This design comes from an exercise in tuning for small area, a short achievable clock period and few clock cycles on the open sky130 flow, not from production work. Function was checked by simulation only, so behaviour that the tests miss may differ from the original. The clock port is modelled as an ideal driver, which makes a skipped or thinned clock tree look cheaper than it is; a real chip needs a root buffer or a tree. Power is estimated from default activity; no workload was simulated.

Setup of job 101:
==> module conv_window_top, before the edit <==
module conv_window_top (
    input  wire                         clk,
    input  wire                         reset_n,
    input  wire                         i_start,
    input  wire                         i_pixel_valid,
    input  wire  [7:0]                  i_pixel,
    input  wire                         i_conv_ready,
    output logic                        o_fill_active,
    output logic [199:0]                o_window,   
    output logic                        o_conv_valid,
    output logic                        o_conv_row_start,
    output logic                        o_conv_row_end,
    output logic                        o_done
);
    localparam int img   = 32;
    localparam int ks    = 5;
    localparam int depth = (ks - 1) * img + ks - 1;   
    logic [7:0]         in_px;   
    logic [depth*8-1:0] chain;   
    logic       active;      
    logic       fill;        
    logic       pend;        
    logic       sh;          
    logic [4:0] row;         
    logic [4:0] col;
    logic       all_in;      
    logic take;
    logic new_win;
    logic want;
    logic show;
    logic show_start;
    logic show_end;
    logic show_last;
    logic pend_nxt;
    logic all_in_nxt;
    assign take        = i_pixel_valid && fill;
    assign new_win     = take && (row >= 5'd4) && (col >= 5'd4);
    assign want        = new_win || pend;
    assign show        = want && i_conv_ready;
    assign show_start  = pend ? (col == 5'd5) : (col == 5'd4);
    assign show_end    = pend ? (col == 5'd0) : (col == 5'd31);
    assign show_last   = pend ? all_in : (row == 5'd31 && col == 5'd31);
    assign pend_nxt    = want && !i_conv_ready;
    assign all_in_nxt  = all_in || (take && row == 5'd31 && col == 5'd31);
    assign o_fill_active = fill;
    always_comb begin
        for (int i = 0; i < ks; i++)
            for (int j = 0; j < ks; j++)
                if (i == ks - 1 && j == ks - 1)
                    o_window[(i*ks+j)*8 +: 8] = in_px;
                else
                    o_window[(i*ks+j)*8 +: 8] = chain[((ks-1-i)*img + (ks-1-j) - 1)*8 +: 8];
    end
    always_ff @(posedge clk) begin
        if (take) in_px <= i_pixel;
        if (sh) chain <= {chain[(depth-1)*8-1:0], in_px};
    end
    always_ff @(posedge clk) begin
        if (!reset_n) begin
            active           <= 1'b0;
            fill             <= 1'b0;
            pend             <= 1'b0;
            sh               <= 1'b0;
            row              <= '0;
            col              <= '0;
            all_in           <= 1'b0;
            o_conv_valid     <= 1'b0;
            o_conv_row_start <= 1'b0;
            o_conv_row_end   <= 1'b0;
            o_done           <= 1'b0;
        end else if (!active) begin
            pend             <= 1'b0;
            sh               <= 1'b0;
            row              <= '0;
            col              <= '0;
            all_in           <= 1'b0;
            o_conv_valid     <= 1'b0;
            o_conv_row_start <= 1'b0;
            o_conv_row_end   <= 1'b0;
            o_done           <= 1'b0;
            if (i_start) begin
                active <= 1'b1;
                fill   <= 1'b1;
            end
        end else begin
            if (take) begin
                col <= col + 1'b1;
                if (col == 5'd31) row <= row + 1'b1;
            end
            all_in           <= all_in_nxt;
            pend             <= pend_nxt;
            sh               <= (take || pend) && !pend_nxt;
            fill             <= !all_in_nxt && !pend_nxt;
            o_conv_valid     <= show;
            o_conv_row_start <= show && show_start;
            o_conv_row_end   <= show && show_end;
            o_done           <= show && show_last;
            if (show && show_last) begin
                active <= 1'b0;
                fill   <= 1'b0;
            end
        end
    end
endmodule
export LEC_CHECK = 0
export CAP_MARGIN = 20
export CELL_PAD_IN_SITES_DETAIL_PLACEMENT = 0
export CELL_PAD_IN_SITES_GLOBAL_PLACEMENT = 1
export CORE_MARGIN = 2
export CORE_UTILIZATION = 55
export GPL_ROUTABILITY_DRIVEN = 1
export PLACE_DENSITY = 0.65
export SLEW_MARGIN = 20
create_clock -name core_clock -period 9.0 [get_ports {clk}]
standard.sh (not shown) runs the stock make flow with config.mk's settings and CLKGATE_MAP_FILE= SYNTH_SCRIPT=/design/flow/synth_recipe.tcl, a recipe that flattens the netlist after the stock synthesis.
==> flow/flow/run.sh <==
#!/bin/bash
set -euo pipefail
export BUFFER_PORTS_ARGS="-buffer_cell sky130_fd_sc_hd__buf_1"
export SETUP_SLACK_MARGIN=6.3
export SKIP_CTS_REPAIR_TIMING=1
export CTS_ARGS="-sink_clustering_enable -repair_clock_nets -sink_clustering_size 30 -sink_clustering_max_diameter 100 -dont_use_dummy_load"
export POST_CTS_TCL="$(pwd)/flow/post_cts.tcl"
export CLK_INV_L1=sky130_fd_sc_hd__inv_16
export CLK_INV_L2=sky130_fd_sc_hd__inv_12
export PRE_DETAIL_PLACE_TCL="$(pwd)/flow/pre_dpl.tcl"
export PLACE_PINS_ARGS='-group_pins {o_window[0] o_window[8] o_window[16] o_window[24] o_window[32]} -group_pins {o_window[1] o_window[9] o_window[17] o_window[25] o_window[33]} -group_pins {o_window[2] o_window[10] o_window[18] o_window[26] o_window[34]} -group_pins {o_window[3] o_window[11] o_window[19] o_window[27] o_window[35]} -group_pins {o_window[4] o_window[12] o_window[20] o_window[28] o_window[36]} -group_pins {o_window[5] o_window[13] o_window[21] o_window[29] o_window[37]} -group_pins {o_window[6] o_window[14] o_window[22] o_window[30] o_window[38]} -group_pins {o_window[7] o_window[15] o_window[23] o_window[31] o_window[39]} -group_pins {o_window[40] o_window[48] o_window[56] o_window[64] o_window[72]} -group_pins {o_window[41] o_window[49] o_window[57] o_window[65] o_window[73]} -group_pins {o_window[42] o_window[50] o_window[58] o_window[66] o_window[74]} -group_pins {o_window[43] o_window[51] o_window[59] o_window[67] o_window[75]} -group_pins {o_window[44] o_window[52] o_window[60] o_window[68] o_window[76]} -group_pins {o_window[45] o_window[53] o_window[61] o_window[69] o_window[77]} -group_pins {o_window[46] o_window[54] o_window[62] o_window[70] o_window[78]} -group_pins {o_window[47] o_window[55] o_window[63] o_window[71] o_window[79]} -group_pins {o_window[80] o_window[88] o_window[96] o_window[104] o_window[112]} -group_pins {o_window[81] o_window[89] o_window[97] o_window[105] o_window[113]} -group_pins {o_window[82] o_window[90] o_window[98] o_window[106] o_window[114]} -group_pins {o_window[83] o_window[91] o_window[99] o_window[107] o_window[115]} -group_pins {o_window[84] o_window[92] o_window[100] o_window[108] o_window[116]} -group_pins {o_window[85] o_window[93] o_window[101] o_window[109] o_window[117]} -group_pins {o_window[86] o_window[94] o_window[102] o_window[110] o_window[118]} -group_pins {o_window[87] o_window[95] o_window[103] o_window[111] o_window[119]} -group_pins {o_window[120] o_window[128] o_window[136] o_window[144] o_window[152]} -group_pins {o_window[121] o_window[129] o_window[137] o_window[145] o_window[153]} -group_pins {o_window[122] o_window[130] o_window[138] o_window[146] o_window[154]} -group_pins {o_window[123] o_window[131] o_window[139] o_window[147] o_window[155]} -group_pins {o_window[124] o_window[132] o_window[140] o_window[148] o_window[156]} -group_pins {o_window[125] o_window[133] o_window[141] o_window[149] o_window[157]} -group_pins {o_window[126] o_window[134] o_window[142] o_window[150] o_window[158]} -group_pins {o_window[127] o_window[135] o_window[143] o_window[151] o_window[159]} -group_pins {o_window[160] o_window[168] o_window[176] o_window[184] o_window[192]} -group_pins {o_window[161] o_window[169] o_window[177] o_window[185] o_window[193]} -group_pins {o_window[162] o_window[170] o_window[178] o_window[186] o_window[194]} -group_pins {o_window[163] o_window[171] o_window[179] o_window[187] o_window[195]} -group_pins {o_window[164] o_window[172] o_window[180] o_window[188] o_window[196]} -group_pins {o_window[165] o_window[173] o_window[181] o_window[189] o_window[197]} -group_pins {o_window[166] o_window[174] o_window[182] o_window[190] o_window[198]} -group_pins {o_window[167] o_window[175] o_window[183] o_window[191] o_window[199]}'
bash standard.sh > flow_make.log 2>&1
Other scripts of this flow, unchanged in this note and not shown: flow/flow/post_cts.tcl, flow/flow/pre_dpl.tcl
Testbench counts of job 101, summed over its fixed seeds: cycles 24,624.
--- input diff job 101..job 102 ---
==> flow/design.v, changed modules only <==
module conv_window_top (
    input  wire                         clk,
    input  wire                         reset_n,
    input  wire                         i_start,
    input  wire                         i_pixel_valid,
    input  wire  [7:0]                  i_pixel,
    input  wire                         i_conv_ready,
    output logic                        o_fill_active,
    output logic [199:0]                o_window,   
    output logic                        o_conv_valid,
    output logic                        o_conv_row_start,
    output logic                        o_conv_row_end,
    output logic                        o_done
);
    localparam int img   = 32;
    localparam int ks    = 5;
    localparam int depth = (ks - 1) * img + ks - 1;   
    logic [7:0]         in_px;   
    logic [depth*8-1:0] chain;   
    logic       active;      
    logic       fill;        
    logic       pend;        
    logic       sh;          
    logic [4:0] row;         
    logic [4:0] col;
    logic       all_in;      
    logic take;
    logic new_win;
    logic want;
    logic show;
    logic show_start;
    logic show_end;
    logic show_last;
    logic pend_nxt;
    logic all_in_nxt;
    assign take        = i_pixel_valid && fill;
    assign new_win     = take && (row >= 5'd4) && (col >= 5'd4);
    assign want        = new_win || pend;
    assign show        = want && i_conv_ready;
    assign show_start  = pend ? (col == 5'd5) : (col == 5'd4);
    assign show_end    = pend ? (col == 5'd0) : (col == 5'd31);
    assign show_last   = pend ? all_in : (row == 5'd31 && col == 5'd31);
    assign pend_nxt    = want && !i_conv_ready;
    assign all_in_nxt  = all_in || (take && row == 5'd31 && col == 5'd31);
    assign o_fill_active = fill;
    always_comb begin
        for (int i = 0; i < ks; i++)
            for (int j = 0; j < ks; j++)
                if (i == ks - 1 && j == ks - 1)
                    o_window[(i*ks+j)*8 +: 8] = in_px;
                else
                    o_window[(i*ks+j)*8 +: 8] = chain[((ks-1-i)*img + (ks-1-j) - 1)*8 +: 8];
    end
    always_ff @(posedge clk) begin
        if (take) in_px <= i_pixel;
        if (sh) chain <= {chain[(depth-1)*8-1:0], in_px};
    end
    always_ff @(posedge clk) begin
        if (!reset_n) begin
            active           <= 1'b0;
            fill             <= 1'b0;
            o_conv_valid     <= 1'b0;
            o_conv_row_start <= 1'b0;
            o_conv_row_end   <= 1'b0;
            o_done           <= 1'b0;
        end else if (!active) begin
            o_conv_valid     <= 1'b0;
            o_conv_row_start <= 1'b0;
            o_conv_row_end   <= 1'b0;
            o_done           <= 1'b0;
            if (i_start) begin
                active <= 1'b1;
                fill   <= 1'b1;
            end
        end else begin
            fill             <= !all_in_nxt && !pend_nxt;
            o_conv_valid     <= show;
            o_conv_row_start <= show && show_start;
            o_conv_row_end   <= show && show_end;
            o_done           <= show && show_last;
            if (show && show_last) begin
                active <= 1'b0;
                fill   <= 1'b0;
            end
        end
    end
    always_ff @(posedge clk) begin
        if (!active) begin
            pend   <= 1'b0;
            sh     <= 1'b0;
            row    <= '0;
            col    <= '0;
            all_in <= 1'b0;
        end else begin
            if (take) begin
                col <= col + 1'b1;
                if (col == 5'd31) row <= row + 1'b1;
            end
            all_in <= all_in_nxt;
            pend   <= pend_nxt;
            sh     <= (take || pend) && !pend_nxt;
        end
    end
endmodule
Results
- Per the final summary, job 102 finished and its layout is clean on timing, DRC and antenna.
- Per the comparison of job 102 with job 101, total met3 wirelength after detailed routing rose by about 12%, total sequential power stayed essentially flat, placed cell count stayed essentially flat, die area stayed essentially flat, maximum frequency from static timing analysis fell by 1.0%.
- | placeable core area | job 101 vs job 102 | ≈ equal |
- Between job 101 and job 102, the clock power does not differ in any meaningful way.
- Against job 101, job 102 reports a detailed-routing wirelength on met1 that is higher.
- NOTE maximum vdd ir drop job 101->job 102 increased by a few percent
- Job 101 and job 102 ended up with roughly the same net count after synthesis.
- Changes observed in job 102 relative to job 101: clock network fraction of total power went down; fill cell total of the finished layout grew by about 3%.
Testbench counts of job 102, summed over its fixed seeds: cycles 24,624.
No run of this note takes its clock network from TritonCTS; it comes from the design's own scripts or RTL.

-- separate check: timing with driven ports --
The results above use ideal ports. As a check the final layouts listed here were re-extracted and re-timed, cells and wires unchanged.
Step 1 sets driving cells, clkbuf_16 on the clock port and buf_2 on the other inputs (assumed; they add their load-dependent delay and slew).
Step 2 also shifts input and output timing later by t, the mid clock arrival at the registers, as if the neighbouring blocks saw the same clock.
Slacks: no drivers / after step 1 / after step 2; pairs: no drivers / after step 1.
| run | t (ns) | setup WS [ns] | worst register clock-pin slew, ns |
|---|---|---|---|
| job 101 | 0.449 | 6.367 / 6.143 / 6.106 | 0.11 / 0.12 |
| job 102 | 0.432 | 6.340 / 6.120 / 6.227 | 0.11 / 0.11 |
After both steps every run listed still meets setup and hold. The setup slack of job 101, which loses most, moves by -0.224 ns with the drivers and by -0.261 ns with both steps.
